From an optimization exercise on the open Yosys and OpenROAD flow, aimed at small area, a short achievable clock period and few clock cycles per item; shortcuts taken in it are not production practice.
In this exercise RTL edits were held to simulation tests only and were not proved equivalent to the original.
Power is estimated from default activity; no workload was simulated.

==> design.v <==
`timescale 1ns/1ps
`default_nettype none
package core_pkg;
	typedef logic [31:0] word_t;
	typedef logic [4:0] reg_addr_t;
	localparam logic [6:0] OPC_OP     = 7'b0110011;
	localparam logic [6:0] OPC_OP_IMM = 7'b0010011;
	typedef enum logic [3:0] {
		ALU_ADD  = 4'b0000,
		ALU_SLL  = 4'b0001,
		ALU_SLT  = 4'b0010,
		ALU_SLTU = 4'b0011,
		ALU_XOR  = 4'b0100,
		ALU_SRL  = 4'b0101,
		ALU_OR   = 4'b0110,
		ALU_AND  = 4'b0111,
		ALU_SUB  = 4'b1000,
		ALU_SRA  = 4'b1101
	} alu_op_e;
	typedef struct packed {
		logic [6:0] funct7;
		reg_addr_t  rs2;
		reg_addr_t  rs1;
		logic [2:0] funct3;
		reg_addr_t  rd;
		logic [6:0] opcode;
	} r_type_t;
	typedef struct packed {
		logic [11:0] imm12;
		reg_addr_t   rs1;
		logic [2:0]  funct3;
		reg_addr_t   rd;
		logic [6:0]  opcode;
	} i_type_t;
	typedef union packed {
		r_type_t r;
		i_type_t i;
	} instr_u;
	typedef struct packed {
		logic      valid;
		alu_op_e   alu_op;
		reg_addr_t rd;
		word_t     op_a;
		word_t     op_b;
	} dec_t;
	typedef struct packed {
		logic      valid;
		reg_addr_t rd;
		word_t     data;
	} fwd_t;
	typedef struct packed {
		reg_addr_t rd;
		word_t     data;
	} wb_t;
endpackage
`default_nettype wire
`timescale 1ns/1ps
`default_nettype none
module reg_file (
	input  logic        clk,
	input  logic        arst_n,
	input  logic [4:0]  ra1,
	input  logic [4:0]  ra2,
	output logic [31:0] rd1,
	output logic [31:0] rd2,
	input  logic        we,
	input  logic [4:0]  wa,
	input  logic [31:0] wd
);
	logic [31:0] regs [1:31];
	logic [31:1] wrn;
	always_ff @(posedge clk or negedge arst_n) begin
		if (!arst_n) begin
			wrn <= '0;
		end else begin
			for (int k = 1; k < 32; k++) begin
				if (we && (wa == k)) begin
					wrn[k] <= 1'b1;
				end
			end
		end
	end
	genvar i;
	generate
		for (i = 1; i < 32; i++) begin : g_reg
			always_ff @(posedge clk) begin
				if (we && (wa == i)) begin
					regs[i] <= wd;
				end
			end
		end
	endgenerate
	always_comb begin
		rd1 = '0;
		rd2 = '0;
		for (int k = 1; k < 32; k++) begin
			rd1 = rd1 | (regs[k] & {32{wrn[k] && (ra1 == k)}});
			rd2 = rd2 | (regs[k] & {32{wrn[k] && (ra2 == k)}});
		end
	end
endmodule
`default_nettype wire
`timescale 1ns/1ps
`default_nettype none
module decode_stage (
	input  logic        clk,
	input  logic        arst_n,
	input  logic [31:0] instr,
	input  logic        instr_valid,
	input  logic        adv,
	input  logic [31:0] e_p,
	input  logic [32:0] e_c,
	input  logic [31:0] e_sl,
	input  logic [31:0] e_sr,
	input  logic        e_lt,
	input  logic        e_ltu,
	input  logic [31:0] e_logic,
	input  logic        x_valid,
	input  logic [4:0]  x_rd,
	input  logic [31:0] x_data,
	output logic        d_valid,
	output logic [4:0]  d_rd,
	output logic [31:0] d_a,
	output logic [31:0] d_bx,
	output logic        d_cin,
	output logic        d_sra,
	output logic [7:0]  d_sel,
	output logic [3:0]  d_sh1,
	output logic [3:0]  d_sh2
);
	logic        is_op;
	logic        is_imm;
	logic [4:0]  rd;
	logic [2:0]  f3;
	logic [4:0]  rs1;
	logic [4:0]  rs2;
	logic [11:0] imm12;
	assign is_op  = (instr[6:0] == core_pkg::OPC_OP);
	assign is_imm = (instr[6:0] == core_pkg::OPC_OP_IMM);
	assign rd     = instr[11:7];
	assign f3     = instr[14:12];
	assign rs1    = instr[19:15];
	assign rs2    = instr[24:20];
	assign imm12  = instr[31:20];
	logic [7:0] sel;
	logic       sub;
	logic       inv_b;
	always_comb begin
		sel = '0;
		sel[f3] = 1'b1;
	end
	assign sub = (f3 == 3'b000) && is_op && imm12[10];
	assign inv_b = sub || (f3[2:1] == 2'b01);
	logic [31:0] rf1;
	logic [31:0] rf2;
	logic a_alu, a_x, a_rf;
	logic b_alu, b_x, b_rf;
	assign a_alu = d_valid && (d_rd == rs1) && (rs1 != 5'd0);
	assign a_x   = !a_alu && x_valid && (x_rd == rs1) && (rs1 != 5'd0);
	assign a_rf  = !a_alu && !a_x;
	assign b_alu = d_valid && (d_rd == rs2) && (rs2 != 5'd0);
	assign b_x   = !b_alu && x_valid && (x_rd == rs2) && (rs2 != 5'd0);
	assign b_rf  = !b_alu && !b_x;
	reg_file i_reg_file (
		.clk    (clk),
		.arst_n (arst_n),
		.ra1    (rs1),
		.ra2    (rs2),
		.rd1    (rf1),
		.rd2    (rf2),
		.we     (x_valid),
		.wa     (x_rd),
		.wd     (x_data)
	);
	logic [31:0] a_early;
	logic [31:0] b_early;
	assign a_early = ({32{a_alu}} & e_logic) | ({32{a_x}} & x_data) | ({32{a_rf}} & rf1);
	assign b_early = ({32{b_alu}} & e_logic) | ({32{b_x}} & x_data) | ({32{b_rf}} & rf2);
	function automatic logic [31:0] fwd_late(
		input logic        take,
		input logic        inv,
		input logic [7:0]  esel,
		input logic [31:0] ep,
		input logic [32:0] ec,
		input logic [31:0] sl,
		input logic [31:0] sr,
		input logic        lt,
		input logic        ltu,
		input logic [31:0] early
	);
		logic [31:0] base;
		logic [31:0] h0;
		logic [31:0] h1;
		logic [31:0] v;
		base = ({32{take & esel[1]}} & sl)
			| ({32{take & esel[5]}} & sr)
			| early;
		h0 = (base | ({32{take & esel[0]}} & ep)) ^ {32{inv}};
		h1 = (base | ({32{take & esel[0]}} & ~ep)) ^ {32{inv}};
		for (int i = 0; i < 32; i++) begin
			v[i] = ec[i] ? h1[i] : h0[i];
		end
		v[0] = v[0] ^ ((take & esel[2] & lt) | (take & esel[3] & ltu));
		fwd_late = v;
	endfunction
	logic [31:0] a_val;
	logic [31:0] b_fwd;
	logic [31:0] b_val;
	logic [31:0] b_raw;
	assign a_val = fwd_late(a_alu, 1'b0, d_sel, e_p, e_c, e_sl, e_sr, e_lt, e_ltu, a_early);
	assign b_fwd = fwd_late(b_alu, inv_b, d_sel, e_p, e_c, e_sl, e_sr, e_lt, e_ltu, b_early);
	assign b_raw = !is_imm ? (b_fwd ^ {32{inv_b}})
		: (f3[1:0] == 2'b01) ? {27'b0, rs2}
		: {{20{imm12[11]}}, imm12};
	assign b_val = !is_imm ? b_fwd : (b_raw ^ {32{inv_b}});
	logic [3:0] sh1;
	logic [3:0] sh2;
	always_comb begin
		sh1 = '0;
		sh2 = '0;
		sh1[b_raw[1:0]] = 1'b1;
		sh2[b_raw[3:2]] = 1'b1;
	end
	always_ff @(posedge clk or negedge arst_n) begin
		if (!arst_n) begin
			d_valid <= 1'b0;
		end else if (adv) begin
			d_valid <= instr_valid && (is_op || is_imm);
		end
	end
	always_ff @(posedge clk) begin
		if (adv) begin
			d_rd  <= rd;
			d_a   <= a_val;
			d_bx  <= b_val;
			d_cin <= inv_b;
			d_sra <= imm12[10];
			d_sel <= sel;
			d_sh1 <= sh1;
			d_sh2 <= sh2;
		end
	end
endmodule
`default_nettype wire
`timescale 1ns/1ps
`default_nettype none
module execute_stage (
	input  logic [31:0] a,
	input  logic [31:0] bx,
	input  logic        cin,
	input  logic        sra,
	input  logic [7:0]  sel,
	input  logic [3:0]  sh1,
	input  logic [3:0]  sh2,
	output logic [31:0] p,
	output logic [32:0] c,
	output logic [31:0] sl,
	output logic [31:0] sr,
	output logic        lt,
	output logic        ltu,
	output logic [31:0] logic_res,
	output logic [31:0] res
);
	logic [31:0] g;
	logic [32:0] sum_x;
	logic        cout;
	logic [31:0] sum;
	assign p = a ^ bx;
	assign g = a & bx;
	assign {cout, sum_x} = {1'b0, a, 1'b1} + {1'b0, bx, cin};
	assign sum = sum_x[32:1];
	assign c = {cout, sum ^ p};
	assign ltu = !c[32];
	assign lt  = (a[31] == bx[31]) ? a[31] : sum[31];
	assign logic_res = ({32{sel[4]}} & p)
		| ({32{sel[6]}} & (a | bx))
		| ({32{sel[7]}} & g);
	logic [31:0] l1, l2;
	logic [63:0] rx;
	logic [31:0] r1, r2;
	assign l1 = ({32{sh1[0]}} & a) | ({32{sh1[1]}} & {a[30:0], 1'b0})
		| ({32{sh1[2]}} & {a[29:0], 2'b0}) | ({32{sh1[3]}} & {a[28:0], 3'b0});
	assign l2 = ({32{sh2[0]}} & l1) | ({32{sh2[1]}} & {l1[27:0], 4'b0})
		| ({32{sh2[2]}} & {l1[23:0], 8'b0}) | ({32{sh2[3]}} & {l1[19:0], 12'b0});
	assign sl = bx[4] ? {l2[15:0], 16'b0} : l2;
	assign rx = {{32{sra & a[31]}}, a};
	assign r1 = ({32{sh1[0]}} & rx[31:0]) | ({32{sh1[1]}} & rx[32:1])
		| ({32{sh1[2]}} & rx[33:2]) | ({32{sh1[3]}} & rx[34:3]);
	logic [63:0] r1x;
	assign r1x = {{32{sra & a[31]}}, r1};
	assign r2 = ({32{sh2[0]}} & r1x[31:0]) | ({32{sh2[1]}} & r1x[35:4])
		| ({32{sh2[2]}} & r1x[39:8]) | ({32{sh2[3]}} & r1x[43:12]);
	assign sr = bx[4] ? {{16{sra & a[31]}}, r2[31:16]} : r2;
	assign res = ({32{sel[0]}} & sum)
		| ({32{sel[1]}} & sl)
		| ({32{sel[2]}} & {31'b0, lt})
		| ({32{sel[3]}} & {31'b0, ltu})
		| ({32{sel[5]}} & sr)
		| logic_res;
endmodule
`default_nettype wire
`timescale 1ns/1ps
`default_nettype none
module result_stage (
	input  logic        clk,
	input  logic        arst_n,
	input  logic        d_valid,
	input  logic [4:0]  d_rd,
	input  logic [31:0] alu_res,
	output logic        adv,
	output logic        x_valid,
	output logic [4:0]  x_rd,
	output logic [31:0] x_data,
	output logic [36:0] wb,
	output logic        wb_valid,
	input  logic        wb_ready
);
	assign adv = !x_valid || wb_ready;
	always_ff @(posedge clk or negedge arst_n) begin
		if (!arst_n) begin
			x_valid <= 1'b0;
		end else if (adv) begin
			x_valid <= d_valid;
		end
	end
	always_ff @(posedge clk) begin
		if (adv) begin
			x_rd   <= d_rd;
			x_data <= alu_res;
		end
	end
	assign wb_valid = x_valid;
	assign wb       = {x_rd, x_data};
endmodule
`default_nettype wire
`timescale 1ns/1ps
`default_nettype none
module core_top (
	input  logic  clk,
	input  logic  arst_n,
	input  logic [31:0] instr,
	input  logic  instr_valid,
	output logic  instr_ready,
	output logic [36:0] wb,
	output logic  wb_valid,
	input  logic  wb_ready
);
	logic adv;
	logic        d_valid;
	logic [4:0]  d_rd;
	logic [31:0] d_a;
	logic [31:0] d_bx;
	logic        d_cin;
	logic        d_sra;
	logic [7:0]  d_sel;
	logic [3:0]  d_sh1;
	logic [3:0]  d_sh2;
	logic [31:0] e_p;
	logic [32:0] e_c;
	logic [31:0] e_sl;
	logic [31:0] e_sr;
	logic        e_lt;
	logic        e_ltu;
	logic [31:0] e_logic;
	logic [31:0] alu_res;
	logic        x_valid;
	logic [4:0]  x_rd;
	logic [31:0] x_data;
	assign instr_ready = adv;
	decode_stage i_decode_stage (
		.clk         (clk),
		.arst_n      (arst_n),
		.instr       (instr),
		.instr_valid (instr_valid),
		.adv         (adv),
		.e_p         (e_p),
		.e_c         (e_c),
		.e_sl        (e_sl),
		.e_sr        (e_sr),
		.e_lt        (e_lt),
		.e_ltu       (e_ltu),
		.e_logic     (e_logic),
		.x_valid     (x_valid),
		.x_rd        (x_rd),
		.x_data      (x_data),
		.d_valid     (d_valid),
		.d_rd        (d_rd),
		.d_a         (d_a),
		.d_bx        (d_bx),
		.d_cin       (d_cin),
		.d_sra       (d_sra),
		.d_sel       (d_sel),
		.d_sh1       (d_sh1),
		.d_sh2       (d_sh2)
	);
	execute_stage i_execute_stage (
		.a         (d_a),
		.bx        (d_bx),
		.cin       (d_cin),
		.sra       (d_sra),
		.sel       (d_sel),
		.sh1       (d_sh1),
		.sh2       (d_sh2),
		.p         (e_p),
		.c         (e_c),
		.sl        (e_sl),
		.sr        (e_sr),
		.lt        (e_lt),
		.ltu       (e_ltu),
		.logic_res (e_logic),
		.res       (alu_res)
	);
	result_stage i_result_stage (
		.clk      (clk),
		.arst_n   (arst_n),
		.adv      (adv),
		.d_valid  (d_valid),
		.d_rd     (d_rd),
		.alu_res  (alu_res),
		.x_valid  (x_valid),
		.x_rd     (x_rd),
		.x_data   (x_data),
		.wb       (wb),
		.wb_valid (wb_valid),
		.wb_ready (wb_ready)
	);
endmodule
`default_nettype wire
==> run.sh <==
#!/bin/bash
# synth_recipe.tcl (not shown) runs the flow's synth.tcl, then flattens the netlist and writes it again
# the make line also repeats each setting of config.mk as NAME=value (left out here)
make -C /OpenROAD-flow-scripts/flow DESIGN_CONFIG=/design/flow/config.mk WORK_HOME=/design/flow/orfs CLKGATE_MAP_FILE= SYNTH_SCRIPT=/design/flow/synth_recipe.tcl finish
==> config.mk <==
export PLATFORM = sky130hd
export DESIGN_NAME = core_top
export DESIGN_NICKNAME = core_top
export VERILOG_FILES = /design/flow/design.v
export SDC_FILE = /design/flow/constraint.sdc
export NUM_CORES = 4
export LEC_CHECK = 0
export CAP_MARGIN = 5
export CORE_MARGIN = 2
export CORE_UTILIZATION = 50
export CTS_CLUSTER_DIAMETER = 60
export CTS_CLUSTER_SIZE = 20
export PLACE_DENSITY = 0.6
export SETUP_SLACK_MARGIN = 1.0
export SLEW_MARGIN = 5
export TNS_END_PERCENT = 100
==> constraint.sdc <==
create_clock -name core_clock -period 4.5 [get_ports {clk}]
set_input_delay 0.9000 -clock core_clock [delete_from_list [all_inputs] [get_ports {clk}]]
set_output_delay 0.9000 -clock core_clock [all_outputs]
set_load 0.01 [all_outputs]
==> results.py, run 1 <==
metrics = {
    "run_status": {
        "run_status": "no timing/DRC/antenna violations",
    },
    "synth": {
        "syn_inst": 4213,
        "netlist.area_leader.share_pct": 61.6,
        "ys_top_cells_by_count": "sky130_fd_sc_hd__edfxtp_1, sky130_fd_sc_hd__a22oi_1, sky130_fd_sc_hd__a221oi_1",
        "ys_dominant_reg_cell": "sky130_fd_sc_hd__edfxtp_1",
        "synth_warnings": 4,
        "muxShareOfSynthArea_pct": 0.471,
        "synth.most_common_cell": "sky130_fd_sc_hd__edfxtp_1",
        "synth-seq-area-share_pct": 63.1,
        "yosys_register_bits": 1149,
        "edff_count_synth": 1116,
        "synth.cell_area_sq_mm": 0.0544,
        "ys_top_cells_by_area": "sky130_fd_sc_hd__edfxtp_1, sky130_fd_sc_hd__a22oi_1, sky130_fd_sc_hd__a221oi_1",
        "ys_async_sr_fraction_pct": 2.87,
        "synth.net_count": 4319,
        "synth_simple_gate_area_share_pct": 8.75,
        "synth_area_leader_cell": "sky130_fd_sc_hd__edfxtp_1",
        "synth-compound-area-share_pct": 21.3,
        "ys_types": 86,
        "synthAdderAreaFrac_pct": 1.62,
        "synth_top_family_by_area": "compound AO/OA/AOI/OAI gates",
        "post_synthesis_area_per_instance_sq_um": 12.9,
        "synth_xor_area_share_pct": 1.06,
    },
    "final_layout": {
        "final_layout_size_suffix_gt1_share_pct": 20.3,
        "postLayoutCellArea_sq_mm": 0.0645,
        "fill_cell_instance_count_of_the_final_layout": 8606,
        "stdcell_count": 5983,
        "area_delta_synth_final_pct": 18.6,
        "layout.nets": 4597,
    },
    "timing": {
        "setup_slack_ns": 0.977,
        "finalHoldViolCount": 0,
        "min_period_over_period_pct": 78.3,
        "fmax_mhz": 284,
        "tightestPinTransition_ns": 1.23,
        "timing.slew.headroom_pct": 17.9,
        "setup_tns_ns": 0,
        "period_needed_ns": 3.52,
        "grt_setup_unrepaired": "true",
        "fin_worst_skew_ns": 0.0417,
        "finalMaxSlewViolations": 0,
        "setup-violations-final": 0,
    },
    "placed_design": {
        "io_buffer_count": 74,
        "placed_inst_area_sq_mm": 0.0600,
        "post-place-cells": 5756,
        "hpwl_mm": 176,
        "place.gp.congestion": 1.08,
        "dp_worst_setup_slack_ns": -0.616,
    },
    "clock_tree": {
        "cts-buffers-inserted": 96,
        "clock_tree.root_cell": "sky130_fd_sc_hd__clkbuf_16",
        "cts_tree": "built",
        "clk_latency_ns": 0.73,
        "clk_pin_slew_ns": 0.07,
        "ctsLongestPathBuffers": 3,
        "cts.hold.buffers_added": 0,
        "cts_num_sinks": 1149,
        "cts_max_level": 3,
    },
    "routing": {
        "drc": 0,
        "firstDrtPassIters": 13,
        "detail-route-antenna-nets": 0,
        "detailedRoute.firstIterationViolations": 11300,
        "vias": 48900,
        "route.detailed.wl_per_inst_um": 47.9,
        "postRouteWirelength_mm": 286,
        "routed_via_density": 8.17,
    },
    "power_and_ir_drop": {
        "power.internal_mw": 17.2,
        "switching_share_pct": 25.1,
        "max-vdd-ir-drop_v": 0.000385,
        "power.switching_mw": 5.76,
        "gate_power_share_pct": 7.5,
        "leakagePower_nw": 22.7,
        "p_clk_share_pct": 39.5,
        "power.share.sequential_pct": 53.0,
        "power-per-cell-area_mw_per_mm2": 356,
        "post-layout-total-power_mw": 23.0,
    },
    "min_path": {
        "hold-path-cell-count": 1,
        "hold_path.class": "flop to flop",
    },
    "worst_setup_path": {
        "worst-endpoint-required_ns": 4.86,
        "worstRegToRegCells": 4,
        "r2r_slack_ns": 0.98,
        "worst-endpoint-arrival_ns": 3.88,
        "critPathCaptureType": "flop",
        "critical_path.max_fanout": 17,
        "crit_path_start_kind": "flop",
        "critical_setup_path_kind": "flop to flop",
    },
    "global_route": {
        "first_global_vias": 45100,
        "antenna_violations_before_repair": 14,
        "largest_net_degree_at_the_start_of_global_routing": 128,
        "global_route_wire_length_before_repair_mm": 381,
        "global_route.usage.total_pct": 50.2,
        "globalRouteOverflowTotal": 0,
    },
    "die": {
        "initial_utilization_pct": 50.2,
        "core_area_sq_mm": 0.108,
        "design.portCount": 75,
        "floorplan.rows": 121,
        "design.die.area_sq_mm": 0.111,
        "die_w_um": 334,
        "die-height_um": 334,
    },
    "run": {
        "drv_cap": 0,
    },
}
==> placed cells by master, fill, tap and decap left out, drive strengths merged, types with 123 or more instances in the layout <==
cell type  instances
edfxtp          1116
buf              481
a22oi            386
a221oi           300
a22o             295
nand2            263
nand4            160
nand3            154
a21oi            144
inv              123
==> state kept, by name, indices dropped and copies added (netlist names) <==
register,flops
i_decode_stage.d_rd,5
i_result_stage.x_rd,5
i_decode_stage.d_a,32
i_result_stage.x_data,32
i_decode_stage.d_bx,32
i_decode_stage.i_reg_file.wrn,31
i_decode_stage.d_valid,1
i_decode_stage.d_cin,1
i_decode_stage.i_reg_file.regs,992
i_decode_stage.d_sh2,4
i_decode_stage.d_sra,1
i_result_stage.x_valid,1
i_decode_stage.d_sh1,4
i_decode_stage.d_sel,8
==> worst paths after layout <==
path,endpoint,from
setup / recovery,i_decode_stage.i_reg_file.regs[26][14],i_result_stage.x_valid
hold / removal,i_decode_stage.i_reg_file.wrn[12],i_decode_stage.i_reg_file.wrn[12]
setup reg to reg,i_decode_stage.i_reg_file.regs[26][14],i_result_stage.x_valid
hold reg to reg,i_decode_stage.i_reg_file.wrn[12],i_decode_stage.i_reg_file.wrn[12]
max in group asynchronous,i_decode_stage.i_reg_file.wrn[9],arst_n
min in group asynchronous,i_decode_stage.i_reg_file.wrn[31],arst_n
==> worst max-delay path, cell delays in order (launching register included) <==
cell and delay (ns):
sky130_fd_sc_hd__dfrtp_1 0.86, sky130_fd_sc_hd__nor2b_1 0.33, sky130_fd_sc_hd__nand3_1 0.37, sky130_fd_sc_hd__nor2_4 0.98, sky130_fd_sc_hd__buf_4 0.60
==> power by group through the flow <==
stage	logic [mW]	registers [mW]	clock network [mW]
after global routing	1.77	12.2	9.43
after CTS	1.57	12.2	9.05
after detailed placement	1.52	12.4	0
after floorplan	0.597	12.5	0
final	1.72	12.2	9.08
after global placement	1.51	12.4	0
==> logic make-up (layout without fill, tap and decap cells) <==
| family | count (synthesis) | after routing |
|---|---|---|
| buf+inv | 474 | 823 |
| xor+xnor | 66 | 66 |
| compound gates | 1485 | 1485 |
| flops | 1149 | 1149 |
| mux | 23 | 23 |
| simple gates | 946 | 947 |
| other cells | 0 | 6 |
| fa+ha+maj | 70 | 70 |
==> repair_timing <==
| item | CTS | global route |
|---|---|---|
| setup buffers | 30 | 20 |
| pin swaps | 14 | 35 |
| cloned | 1 | 0 |
| resized for setup | 85 | 87 |
| setup endpoints to repair | 78 | 68 |
==> final cells by class <==
type / count / area [sq um] / area share (%)
sequential: 1149 / 34300 / 53.2
multi-input combinational: 2591 / 19200 / 29.7
timing repair buffer: 555 / 5530 / 8.56
clock buffer: 103 / 2490 / 3.86
tap: 1414 / 1770 / 2.74
clock inverter: 67 / 877 / 1.36
inverter: 98 / 368 / 0.570
antenna: 6 / 15.0 / 0.0233
==> per-layer routing <==
layer	GRT usage, %	up-vias	wire (um)
met2	69.5	5479	113000
li1	-	18000	-
met5	1.74	-	392
met3	21.6	1756	49800
met1	62.5	23700	94600
met4	36.0	18	28100
==> metrics by stage <==
step / hold WS (ns) / util, %
6_report: 0.485 / 59.5
5_1_grt: 0.503 / 59.5
4_1_cts: 0.483 / 59.0
3_5_place_dp: 0.466 / 55.3
3_3_place_gp: 0.459 / 55.3
2_1_floorplan: 0.446 / -
Testbench counts, summed over its fixed seeds: cycles 12,016, items 12,000.
==> run 2, diff against run 1 <==
--- a/config.mk
+++ b/config.mk
@@ -8,8 +8,6 @@
 export CAP_MARGIN = 5
 export CORE_MARGIN = 2
 export CORE_UTILIZATION = 50
-export CTS_CLUSTER_DIAMETER = 60
-export CTS_CLUSTER_SIZE = 20
 export PLACE_DENSITY = 0.6
 export SETUP_SLACK_MARGIN = 1.0
 export SLEW_MARGIN = 5
==> run 2 against run 1 <==
Critical endpoint is now i_decode_stage.d_a[21]; worst hold slack better by 0.0079 ns; critical path type unchanged; flip-flop and latch count unchanged; combinational power about the same; die area unchanged; via count up 0.92%; power up 4.5%; sequential share of layout area down 0.49 points; wire length up 0.29%; synthesized cell count unchanged; final area up 0.93%.
==> results.py, run 2 <==
metrics = {
    "synth": {
        "syn_inst": 4213,
        "ys_top_cells_by_area": "sky130_fd_sc_hd__edfxtp_1, sky130_fd_sc_hd__a22oi_1, sky130_fd_sc_hd__a221oi_1",
        "synth.net_count": 4319,
        "synth_warnings": 4,
        "netlist.area_leader.share_pct": 61.6,
        "synth_area_leader_cell": "sky130_fd_sc_hd__edfxtp_1",
        "ys_async_sr_fraction_pct": 2.87,
        "ys_types": 86,
        "ys_dominant_reg_cell": "sky130_fd_sc_hd__edfxtp_1",
        "ys_top_cells_by_count": "sky130_fd_sc_hd__edfxtp_1, sky130_fd_sc_hd__a22oi_1, sky130_fd_sc_hd__a221oi_1",
        "post_synthesis_area_per_instance_sq_um": 12.9,
        "yosys_register_bits": 1149,
        "synth.most_common_cell": "sky130_fd_sc_hd__edfxtp_1",
        "synth-seq-area-share_pct": 63.1,
        "synth.cell_area_sq_mm": 0.0544,
        "edff_count_synth": 1116,
    },
    "placed_design": {
        "dp_worst_setup_slack_ns": -0.616,
        "place.gp.congestion": 1.08,
        "io_buffer_count": 74,
        "placed_inst_area_sq_mm": 0.0600,
        "hpwl_mm": 176,
    },
    "die": {
        "die_w_um": 334,
        "design.die.area_sq_mm": 0.111,
        "initial_utilization_pct": 50.2,
        "floorplan.rows": 121,
        "design.portCount": 75,
        "core_area_sq_mm": 0.108,
        "die-height_um": 334,
    },
    "worst_setup_path": {
        "critical_setup_path_kind": "flop to flop",
        "critical_path.max_stage_delay_ns": 0.61,
        "critPathSlowestCell": "sky130_fd_sc_hd__edfxtp_1",
        "crit_path_start_kind": "flop",
        "worst_r2r_startpoint": "i_decode_stage.d_a[19]",
        "worstRegToRegCells": 11,
        "critical_path.max_fanout": 9,
        "reg2reg_to": "i_decode_stage.d_a[21]",
        "r2r_slack_ns": 0.99,
        "critical_path.cell_chain": "inv_1 -> ha_4 -> a21o_1 -> a211o_1 -> a31oi_2 -> nand2_1 -> xor2_1 -> a21oi_1 -> buf_4 -> o21ai_0 -> buf_4",
        "worst-endpoint-required_ns": 4.97,
        "critPathCaptureType": "flop",
        "worst-endpoint-arrival_ns": 3.97,
        "critical_path.most_common_cell": "sky130_fd_sc_hd__buf_4",
    },
    "global_route": {
        "global_route_wire_length_before_repair_mm": 383,
        "global_route.usage.total_pct": 50.3,
        "globalRouteOverflowTotal": 0,
        "antenna_violations_before_repair": 18,
        "first_global_vias": 45200,
        "largest_net_degree_at_the_start_of_global_routing": 128,
    },
    "final_layout": {
        "postLayoutCoreUtil_pct": 60.1,
        "final_layout_size_suffix_gt1_share_pct": 20.5,
        "final_common_cell": "sky130_fd_sc_hd__edfxtp_1",
        "most-common-layout-cells": "sky130_fd_sc_hd__edfxtp_1, sky130_fd_sc_hd__a22oi_1, sky130_fd_sc_hd__buf_4",
        "layout.nets": 4619,
        "fill_cell_instance_count_of_the_final_layout": 8548,
        "largest_register_ff_count": 992,
        "top_register": "i_decode_stage.i_reg_file.regs",
        "area_delta_synth_final_pct": 19.7,
        "seq_area_sq_mm": 0.0343,
        "postLayoutCellArea_sq_mm": 0.0651,
        "multi_input_area_sq_mm": 0.0191,
    },
    "timing": {
        "tightestPinTransition_ns": 1.22,
        "fmax_mhz": 285,
        "setup_slack_ns": 0.992,
        "period_needed_ns": 3.51,
        "min_period_over_period_pct": 78.0,
        "timing.slew.headroom_pct": 18.4,
        "finalHoldViolCount": 0,
        "hold_ws_ns": 0.493,
        "setup-violations-final": 0,
        "fin_worst_skew_ns": 0.0850,
        "finalMaxSlewViolations": 0,
        "grt_setup_unrepaired": "true",
    },
    "clock_tree": {
        "cts_max_level": 3,
        "cts-buffers-inserted": 117,
        "ctsLongestPathBuffers": 3,
        "clock_tree.root_cell": "sky130_fd_sc_hd__clkbuf_16",
        "cts.hold.buffers_added": 0,
        "cts_num_sinks": 1149,
        "clk_latency_ns": 0.78,
        "cts_tree": "built",
        "clk_pin_slew_ns": 0.06,
    },
    "min_path": {
        "end_point_of_the_worst_hold_path": "i_decode_stage.i_reg_file.wrn[12]",
        "hold-path-cell-count": 1,
        "hold_path.class": "flop to flop",
        "hold_path_startpoint": "i_decode_stage.i_reg_file.wrn[12]",
    },
    "power_and_ir_drop": {
        "power-per-cell-area_mw_per_mm2": 368,
        "leakagePower_nw": 22.9,
        "max-vdd-ir-drop_v": 0.000468,
    },
    "run": {
        "drv_cap": 0,
    },
    "run_status": {
        "run_status": "no timing/DRC/antenna violations",
    },
    "routing": {
        "postRouteWirelength_mm": 287,
        "vias": 49400,
        "firstDrtPassIters": 13,
        "drc": 0,
        "detail-route-antenna-nets": 0,
        "routed_via_density": 8.16,
        "detailedRoute.firstIterationViolations": 11400,
        "route.detailed.wl_per_inst_um": 47.5,
    },
}
run 2: per-layer routing:
metal / wire length, um / share of wire, % / global-route usage, % / up-vias
met4: 27500 / 9.6 / 35.5 / 18
li1: - / - / - / 18000
met3: 49200 / 17 / 21.6 / 1733
met2: 115000 / 40 / 69.7 / 5656
met5: 304 / 0.11 / 0.868 / -
met1: 95500 / 33 / 63.1 / 23900
run 2: power by group:
group          internal (mW)  switching, mW  total [mW]
sequential              12.0          0.160        12.2
combinational          0.522           1.19        1.71
clock                   5.65           4.45        10.1
total                   18.2           5.80        24.0
run 2: timing repair:
action | 4_1_cts | 5_1_grt
setup buffers | 28 | 23
resized for setup | 84 | 85
pin swaps | 16 | 27
endpoints found under the setup margin | 76 | 66
cloned | 1 | 0
run 2: worst max path at each step:
stage / slack (ns) / start / to / cells after the start
after floorplan: 1.04 / wb_ready / instr_ready / 1
after global placement: -0.59 / instr[24] / i_decode_stage.d_bx[11] / 15
after detailed placement: -0.62 / instr[24] / i_decode_stage.d_bx[11] / 15
after CTS: 0.87 / instr[20] / i_decode_stage.d_bx[11] / 15
after global routing: 0.92 / i_decode_stage.d_bx[9] / i_decode_stage.d_bx[0] / 13
final: 0.99 / i_decode_stage.d_a[19] / i_decode_stage.d_a[21] / 11
run 2: metrics by stage:
stage                     total power [mW]  setup TNS (ns)  cells
final                                 24.0               0   6046
after global routing                  24.4               0   6031
after CTS                             23.8               0   6005
after detailed placement              14.0           -1.64   5756
after global placement                14.0           -1.56   5756
after floorplan                       13.1               0   4213
run 2: final cells by class:
class / instances / area share (%)
Antenna cell: 18 / 0.0691
Clock buffer: 136 / 4.76
Clock inverter: 84 / 1.31
Inverter: 98 / 0.565
Multi-Input combinational cell: 2591 / 29.4
Sequential cell: 1149 / 52.7
Tap cell: 1414 / 2.72
Timing Repair Buffer: 556 / 8.49
run 2: worst max-delay path, delay by kind of cell (launching register included):
| family | cells | cell delay (ns) |
|---|---|---|
| DFF | 1 | 0.61 |
| adders and majority gates | 1 | 0.30 |
| AOI/OAI and AO/OA | 5 | 1.39 |
| buffers and inverters | 3 | 0.66 |
| and+or+nand+nor | 1 | 0.10 |
| xor gates and xnor gates | 1 | 0.15 |
run 2: kinds of logic after synthesis:
kind of cell	share of synthesized area, %
compound gates	21.3
flops	63.1
simple gates	8.75
buf+inv	3.72
fa+ha+maj	1.62
xor+xnor	1.06
mux	0.471
==> run 3, diff against run 2 <==
--- a/config.mk
+++ b/config.mk
@@ -8,6 +8,8 @@
 export CAP_MARGIN = 5
 export CORE_MARGIN = 2
 export CORE_UTILIZATION = 50
+export CTS_CLUSTER_DIAMETER = 80
+export CTS_CLUSTER_SIZE = 25
 export PLACE_DENSITY = 0.6
 export SETUP_SLACK_MARGIN = 1.0
 export SLEW_MARGIN = 5
==> run 3 against run 2 <==
Still clean; wire length shrank 0.64%; area after synthesis unchanged; fmax fell by 2.7%; utilization is 1.8 points lower; clock power fell by 36%; largest power group unchanged; highest routed layer unchanged.
==> results.py, run 3 <==
metrics = {
    "worst_setup_path": {
        "worstRegToRegCells": 12,
        "critical_path.max_fanout": 5,
        "worst_r2r_startpoint": "i_decode_stage.d_a[19]",
        "crit_path_start_kind": "flop",
        "reg2reg_to": "i_decode_stage.d_bx[29]",
        "critical_path.max_stage_delay_ns": 0.60,
        "critPathCaptureType": "flop",
        "critPathSlowestCell": "sky130_fd_sc_hd__edfxtp_1",
        "critical_setup_path_kind": "flop to flop",
        "r2r_slack_ns": 0.89,
        "worst-endpoint-arrival_ns": 4.10,
        "critical_path.most_common_cell": "sky130_fd_sc_hd__buf_6",
        "critical_path.cell_chain": "buf_6 -> buf_6 -> ha_1 -> a21o_1 -> a211o_1 -> a31oi_2 -> a211oi_2 -> o2111a_1 -> or4_4 -> a31oi_4 -> o31ai_1 -> xnor2_1",
        "worst-endpoint-required_ns": 5.00,
    },
    "synth": {
        "ys_top_cells_by_count": "sky130_fd_sc_hd__edfxtp_1, sky130_fd_sc_hd__a22oi_1, sky130_fd_sc_hd__a221oi_1",
        "ys_dominant_reg_cell": "sky130_fd_sc_hd__edfxtp_1",
        "synth_warnings": 4,
        "ys_types": 86,
        "synth.most_common_cell": "sky130_fd_sc_hd__edfxtp_1",
        "syn_inst": 4213,
        "post_synthesis_area_per_instance_sq_um": 12.9,
        "synth.cell_area_sq_mm": 0.0544,
        "edff_count_synth": 1116,
        "synth-seq-area-share_pct": 63.1,
        "synth_area_leader_cell": "sky130_fd_sc_hd__edfxtp_1",
        "ys_top_cells_by_area": "sky130_fd_sc_hd__edfxtp_1, sky130_fd_sc_hd__a22oi_1, sky130_fd_sc_hd__a221oi_1",
        "ys_async_sr_fraction_pct": 2.87,
        "yosys_register_bits": 1149,
        "netlist.area_leader.share_pct": 61.6,
        "synth.net_count": 4319,
    },
    "timing": {
        "fmax_mhz": 277,
        "finalMaxSlewViolations": 0,
        "setup-violations-final": 0,
        "grt_setup_unrepaired": "true",
        "period_needed_ns": 3.61,
        "tightestPinTransition_ns": 1.22,
        "finalHoldViolCount": 0,
        "min_period_over_period_pct": 80.2,
        "timing.slew.headroom_pct": 18.9,
        "fin_worst_skew_ns": 0.0685,
        "hold_ws_ns": 0.500,
    },
    "die": {
        "design.die.area_sq_mm": 0.111,
        "floorplan.rows": 121,
        "die-height_um": 334,
        "design.portCount": 75,
        "core_area_sq_mm": 0.108,
        "initial_utilization_pct": 50.2,
        "die_w_um": 334,
    },
    "routing": {
        "drc": 0,
        "vias": 48500,
        "routed_via_density": 8.20,
        "route.detailed.wl_per_inst_um": 48.2,
        "firstDrtPassIters": 12,
        "top_layer": "met5",
        "wl_met3_mm": 48.3,
        "detail_route.wirelength.met1_mm": 95.7,
        "met2RoutedLength_mm": 114,
        "postRouteWirelength_mm": 285,
        "detail-route-antenna-nets": 0,
        "detailedRoute.firstIterationViolations": 10900,
    },
    "clock_tree": {
        "clk_latency_ns": 0.76,
        "cts.hold.buffers_added": 0,
        "cts-buffers-inserted": 59,
        "ctsLongestPathBuffers": 3,
        "clk_pin_slew_ns": 0.11,
        "cts_max_level": 2,
        "cts_tree": "built",
        "clock_tree.root_cell": "sky130_fd_sc_hd__clkbuf_16",
        "cts_num_sinks": 1149,
    },
    "run": {
        "drv_cap": 0,
    },
    "final_layout": {
        "area_delta_synth_final_pct": 16.1,
        "multi_input_area_sq_mm": 0.0191,
        "largest_register_ff_count": 992,
        "final_layout_size_suffix_gt1_share_pct": 18.8,
        "fill_cell_instance_count_of_the_final_layout": 8734,
        "most-common-layout-cells": "sky130_fd_sc_hd__edfxtp_1, sky130_fd_sc_hd__a22oi_1, sky130_fd_sc_hd__buf_4",
        "layout.nets": 4563,
        "seq_area_sq_mm": 0.0343,
        "top_register": "i_decode_stage.i_reg_file.regs",
        "final_common_cell": "sky130_fd_sc_hd__edfxtp_1",
        "postLayoutCoreUtil_pct": 58.3,
    },
    "global_route": {
        "antenna_violations_before_repair": 14,
        "largest_net_degree_at_the_start_of_global_routing": 128,
        "global_route.usage.total_pct": 49.9,
        "globalRouteOverflowTotal": 0,
        "first_global_vias": 44700,
        "global_route_wire_length_before_repair_mm": 380,
    },
    "power_and_ir_drop": {
        "power-per-cell-area_mw_per_mm2": 323,
        "leakagePower_nw": 22.0,
        "max-vdd-ir-drop_v": 0.000332,
    },
    "placed_design": {
        "io_buffer_count": 74,
        "hpwl_mm": 176,
        "place.gp.congestion": 1.08,
    },
    "min_path": {
        "hold-path-cell-count": 1,
        "end_point_of_the_worst_hold_path": "i_decode_stage.i_reg_file.wrn[12]",
        "hold_path_startpoint": "i_decode_stage.i_reg_file.wrn[12]",
        "hold_path.class": "flop to flop",
    },
    "run_status": {
        "run_status": "no timing/DRC/antenna violations",
    },
}
-- run 3: layout make-up --
class	instances	area share (%)
sequential	1149	54.4
multi-input combinational	2591	30.3
timing repair buffer	558	8.84
tap	1414	2.80
clock buffer	72	2.45
clock inverter	23	0.586
inverter	98	0.583
antenna	11	0.0436
-- run 3: report_power, final --
group	total (mW)	switching, mW	internal, mW
registers	12.2	0.160	12.0
logic	1.72	1.19	0.527
clock network	6.48	3.76	2.73
-- run 3: logic make-up (layout without fill, tap and decap cells) --
kind of cell / Yosys count / after routing / synth area share, %
compound gates: 1485 / 1485 / 21.3
flops: 1149 / 1149 / 63.1
simple gates: 946 / 947 / 8.75
buf+inv: 474 / 751 / 3.72
fa+ha+maj: 70 / 70 / 1.62
xor+xnor: 66 / 66 / 1.06
mux: 23 / 23 / 0.471
other cells: 0 / 11 / 0
-- run 3: critical path, delay by kind of cell (launching register included) --
kind / cells / cell delay, ns
xor+xnor: 1 / 0.17
buf+inv: 2 / 0.34
simple gates: 1 / 0.51
compound gates: 7 / 1.48
flops: 1 / 0.60
fa+ha+maj: 1 / 0.22
-- run 3: per-stage QoR --
stage | setup WS (ns) | area, sq um | setup TNS [ns] | power [mW] | instances
3_3_place_gp | -0.592 | 60000 | -1.56 | 14.0 | 5756
3_5_place_dp | -0.616 | 60000 | -1.64 | 14.0 | 5756
4_1_cts | 0.929 | 62600 | 0 | 20.2 | 5885
2_1_floorplan | 1.04 | 54400 | 0 | 13.1 | 4213
5_1_grt | 0.892 | 63100 | 0 | 20.7 | 5906
6_report | 0.893 | 63100 | 0 | 20.4 | 5916
-- run 3: layer usage --
metal / global-route usage [%] / up-vias
li1: - / 17900
met1: 62.9 / 23600
met2: 69.7 / 5385
met3: 20.9 / 1684
met4: 34.4 / 8
met5: 0 / -
-- run 3: worst max path at each step --
stage	start	to	slack (ns)	cells after the start
2_1_floorplan	wb_ready	instr_ready	1.04	1
3_3_place_gp	instr[24]	i_decode_stage.d_bx[11]	-0.59	15
3_5_place_dp	instr[24]	i_decode_stage.d_bx[11]	-0.62	15
4_1_cts	instr[20]	i_decode_stage.d_bx[4]	0.93	14
5_1_grt	i_decode_stage.d_a[19]	i_decode_stage.d_bx[29]	0.89	12
6_report	i_decode_stage.d_a[19]	i_decode_stage.d_bx[29]	0.89	12
-- run 3: what timing repair did --
| action | 4_1_cts | 5_1_grt |
|---|---|---|
| hold endpoints to repair | 0 | 0 |
| pin swaps | 13 | 32 |
| resized for setup | 89 | 82 |
| endpoints found under the setup margin | 76 | 62 |
| setup buffers | 33 | 20 |
| gates cloned | 1 | 0 |
==> run 4, diff against run 3 <==
==> config.mk (replaced) <==
export PLATFORM = sky130hd
export DESIGN_NAME = core_top
export DESIGN_NICKNAME = core_top
export VERILOG_FILES = /design/flow/design.v
export SDC_FILE = /design/flow/constraint.sdc
export NUM_CORES = 4
export LEC_CHECK = 0
export CAP_MARGIN = 5
export CORE_MARGIN = 2
export CORE_UTILIZATION = 55
export CTS_CLUSTER_DIAMETER = 60
export CTS_CLUSTER_SIZE = 20
export PLACE_DENSITY = 0.65
export SETUP_SLACK_MARGIN = 1.2
export SLEW_MARGIN = 5
export TNS_END_PERCENT = 100
==> run 4 against run 3 <==
Largest power group unchanged; count of clock-buffer cells in the layout grew 24; combinational power grew 9%; sequential power is essentially flat; setup slack lost 0.10 ns; worst hold slack lost 0.0017 ns.
==> results.py, run 4 <==
metrics = {
    "run_status": {
        "run_status": "no timing/DRC/antenna violations",
    },
    "power_and_ir_drop": {
        "post-layout-total-power_mw": 22.9,
        "max-vdd-ir-drop_v": 0.000370,
        "power-per-cell-area_mw_per_mm2": 348,
        "leakagePower_nw": 23.1,
    },
    "placed_design": {
        "place.gp.congestion": 1.08,
        "dp_worst_setup_slack_ns": -0.359,
        "io_buffer_count": 74,
        "hpwl_mm": 179,
        "placed_inst_area_sq_mm": 0.0594,
    },
    "routing": {
        "route.detailed.wl_per_inst_um": 48.4,
        "firstDrtPassIters": 17,
        "drc": 0,
        "detailedRoute.firstIterationViolations": 12400,
        "vias": 50300,
        "detail-route-antenna-nets": 0,
        "routed_via_density": 8.47,
        "postRouteWirelength_mm": 287,
    },
    "die": {
        "design.die.area_sq_mm": 0.101,
        "design.portCount": 75,
        "die-height_um": 319,
        "floorplan.rows": 115,
        "core_area_sq_mm": 0.0983,
        "die_w_um": 319,
        "initial_utilization_pct": 55.4,
    },
    "synth": {
        "synth.most_common_cell": "sky130_fd_sc_hd__edfxtp_1",
        "post_synthesis_area_per_instance_sq_um": 12.9,
        "ys_async_sr_fraction_pct": 2.87,
        "ys_types": 86,
        "synth_area_leader_cell": "sky130_fd_sc_hd__edfxtp_1",
        "yosys_register_bits": 1149,
        "synth.cell_area_sq_mm": 0.0544,
        "synth_warnings": 4,
        "synth.net_count": 4319,
        "ys_top_cells_by_count": "sky130_fd_sc_hd__edfxtp_1, sky130_fd_sc_hd__a22oi_1, sky130_fd_sc_hd__a221oi_1",
        "ys_top_cells_by_area": "sky130_fd_sc_hd__edfxtp_1, sky130_fd_sc_hd__a22oi_1, sky130_fd_sc_hd__a221oi_1",
        "synth-seq-area-share_pct": 63.1,
        "netlist.area_leader.share_pct": 61.6,
        "ys_dominant_reg_cell": "sky130_fd_sc_hd__edfxtp_1",
        "edff_count_synth": 1116,
        "syn_inst": 4213,
    },
    "worst_setup_path": {
        "crit_path_start_kind": "flop",
        "cpLargestDelayFamily": "compound AO/OA/AOI/OAI gates",
        "critPathSlowestCell": "sky130_fd_sc_hd__o211ai_1",
        "critical_setup_path_kind": "flop to flop",
        "critPathLaunch": "i_decode_stage.d_sh1[0]",
        "r2r_slack_ns": 0.79,
        "critical_path.max_fanout": 7,
        "critical_path.max_stage_delay_ns": 0.91,
        "worst-endpoint-arrival_ns": 4.15,
        "critical_path.cell_chain": "buf_12 -> buf_8 -> nand2_4 -> nand4_1 -> a222oi_1 -> nand2_1 -> o211ai_1 -> o2111ai_2 -> a21oi_2 -> o21ai_2 -> xnor2_1",
        "worst_r2r_startpoint": "i_decode_stage.d_sh1[0]",
        "worst-endpoint-required_ns": 4.94,
        "path_buf_inv": 2,
        "timing.critical_path.depth": 11,
        "worstRegToRegCells": 11,
        "reg2reg_to": "i_decode_stage.d_bx[3]",
        "worst_setup_path_endpoint": "i_decode_stage.d_bx[3]",
        "critPathCaptureType": "flop",
    },
    "clock_tree": {
        "clock_tree.root_cell": "sky130_fd_sc_hd__clkbuf_16",
        "clk_latency_ns": 0.74,
        "cts_tree": "built",
        "cts_num_sinks": 1149,
        "cts-buffers-inserted": 91,
        "cts_max_level": 3,
        "ctsLongestPathBuffers": 3,
        "clk_pin_slew_ns": 0.08,
    },
    "final_layout": {
        "area_delta_synth_final_pct": 20.6,
        "postLayoutCellArea_sq_mm": 0.0656,
        "final_layout_size_suffix_gt1_share_pct": 23.6,
        "most-common-layout-cells": "sky130_fd_sc_hd__edfxtp_1, sky130_fd_sc_hd__buf_4, sky130_fd_sc_hd__a22oi_1",
        "layout.nets": 4669,
        "postLayoutCoreUtil_pct": 66.8,
        "final_common_cell": "sky130_fd_sc_hd__edfxtp_1",
        "top_register": "i_decode_stage.i_reg_file.regs",
        "largest_register_ff_count": 992,
    },
    "timing": {
        "tightestPinTransition_ns": 1.20,
        "setup-violations-final": 0,
        "min_period_over_period_pct": 82.4,
        "timing.slew.headroom_pct": 20.1,
        "period_needed_ns": 3.71,
        "fmax_mhz": 270,
        "grt_setup_unrepaired": "true",
        "setup_tns_ns": 0,
        "finalHoldViolCount": 0,
        "setup_slack_ns": 0.792,
        "fin_worst_skew_ns": 0.0486,
        "finalMaxSlewViolations": 0,
    },
    "global_route": {
        "antenna_violations_before_repair": 15,
        "first_global_vias": 46100,
        "groute.layer.met3.usage_pct": 29.7,
        "gr-max-usage-layer": "met2",
        "global_route.usage.total_pct": 54.9,
        "globalRouteMet1Util_pct": 62.6,
        "met2_usage_pct": 75.9,
        "largest_net_degree_at_the_start_of_global_routing": 128,
        "global_route_wire_length_before_repair_mm": 379,
        "globalRouteOverflowTotal": 0,
    },
    "run": {
        "drv_cap": 0,
    },
    "min_path": {
        "hold_path.class": "flop to flop",
    },
}
## run 4: cell counts after synthesis
No cell type changed its count.
## run 4: worst min path at each step
stage	to	startpoint	slack [ns]	cells after the start
2_1_floorplan	i_decode_stage.i_reg_file.wrn[12]	i_decode_stage.i_reg_file.wrn[12]	0.45	1
3_3_place_gp	i_decode_stage.i_reg_file.wrn[6]	i_decode_stage.i_reg_file.wrn[6]	0.48	1
3_5_place_dp	i_decode_stage.i_reg_file.wrn[6]	i_decode_stage.i_reg_file.wrn[6]	0.47	1
4_1_cts	i_decode_stage.i_reg_file.wrn[6]	i_decode_stage.i_reg_file.wrn[6]	0.50	1
5_1_grt	i_decode_stage.i_reg_file.wrn[6]	i_decode_stage.i_reg_file.wrn[6]	0.52	1
6_report	i_decode_stage.i_reg_file.wrn[6]	i_decode_stage.i_reg_file.wrn[6]	0.50	1
## run 4: final cells by class
cell class	count	area, sq um
Timing Repair Buffer	633	6190
Antenna cell	19	47.5
Inverter	98	372
Fill cell	7079	32600
Tap cell	1287	1610
Multi-Input combinational cell	2590	19900
Clock buffer	96	2320
Sequential cell	1149	34300
Clock inverter	62	867
## run 4: metrics by stage
| stage | hold WS [ns] | instances |
|---|---|---|
| after floorplan | 0.446 | 4213 |
| after global placement | 0.475 | 5604 |
| after detailed placement | 0.466 | 5604 |
| after CTS | 0.496 | 5838 |
| after global routing | 0.516 | 5918 |
| final | 0.499 | 5934 |
## run 4: worst reg2reg max path, delay by kind of cell, from the launching register on
family | cells | cell delay, ns
simple gates | 3 | 0.41
compound gates | 5 | 2.02
xor+xnor | 1 | 0.14
flops | 1 | 0.54
buf+inv | 2 | 0.36
## run 4: layer usage
| metal | share of wire (%) | wire, um |
|---|---|---|
| met1 | 30 | 86500 |
| met4 | 12 | 34000 |
| met5 | 0.22 | 626 |
| met2 | 39 | 111000 |
| met3 | 19 | 54300 |
## run 4: repair_timing
| item | in CTS | in global routing |
|---|---|---|
| hold buffers | 0 | 0 |
| pin swaps | 51 | 108 |
| endpoints found under the setup margin | 89 | 77 |
| gates resized for setup | 177 | 203 |
| buffers inserted | 73 | 75 |
| gates cloned | 3 | 2 |
## run 4: cell families (layout without fill, tap and decap cells)
family          count (synthesis)  count (layout)  share of synthesized area (%)
fa+ha+maj                      70              70                           1.62
other cells                     0              19                              0
simple gates                  946             946                           8.75
flops                        1149            1149                           63.1
compound gates               1485            1485                           21.3
buf+inv                       474             889                           3.72
xor+xnor                       66              66                           1.06
mux                            23              23                          0.471
## run 4: where the power goes
part | total (mW) | internal [mW] | switching, mW
clock | 8.76 | 4.37 | 4.39
sequential | 12.2 | 12.0 | 0.209
combinational | 1.88 | 0.627 | 1.26
total | 22.9 | 17.0 | 5.86

## port drivers added, routing unchanged
How much do the figures lean on ideal ports? The routed layouts below were timed once more, with nothing changed but the port constraints.
Step 1 (the two cells are an assumption about what drives the block):
set clk [get_ports {clk}]
set_driving_cell -lib_cell sky130_fd_sc_hd__clkbuf_16 $clk
set_driving_cell -lib_cell sky130_fd_sc_hd__buf_2 [delete_from_list [all_inputs] $clk]
Step 2 times the ports against the registers' clock, not the clock port: input delays grow and output delays shrink by t, the midpoint of the rising clock arrivals with the driver on.
a / b / c = ideal ports / drivers / drivers and shift; a / b = the first two.
| run | t, ns | setup WS [ns] | hold WS [ns] | slew at the worst register clock pin (ns) | worst data-port slew with drivers (ns) |
|---|---|---|---|---|---|
| run 1 | 0.791 | 0.977 / 0.977 / 0.252 | 0.485 / 0.485 / 0.485 | 0.09 / 0.09 | 0.06 |
| run 2 | 0.815 | 0.992 / 0.992 / 0.231 | 0.493 / 0.493 / 0.493 | 0.08 / 0.08 | 0.06 |
| run 3 | 0.798 | 0.893 / 0.893 / 0.153 | 0.500 / 0.500 / 0.500 | 0.12 / 0.12 | 0.06 |
| run 4 | 0.784 | 0.792 / 0.792 / 0.305 | 0.499 / 0.499 / 0.499 | 0.09 / 0.09 | 0.09 |
After both steps every run listed still meets setup and hold. For run 2, which loses most, drivers alone change the setup slack by 0.000 ns; drivers and shift together by -0.761 ns.
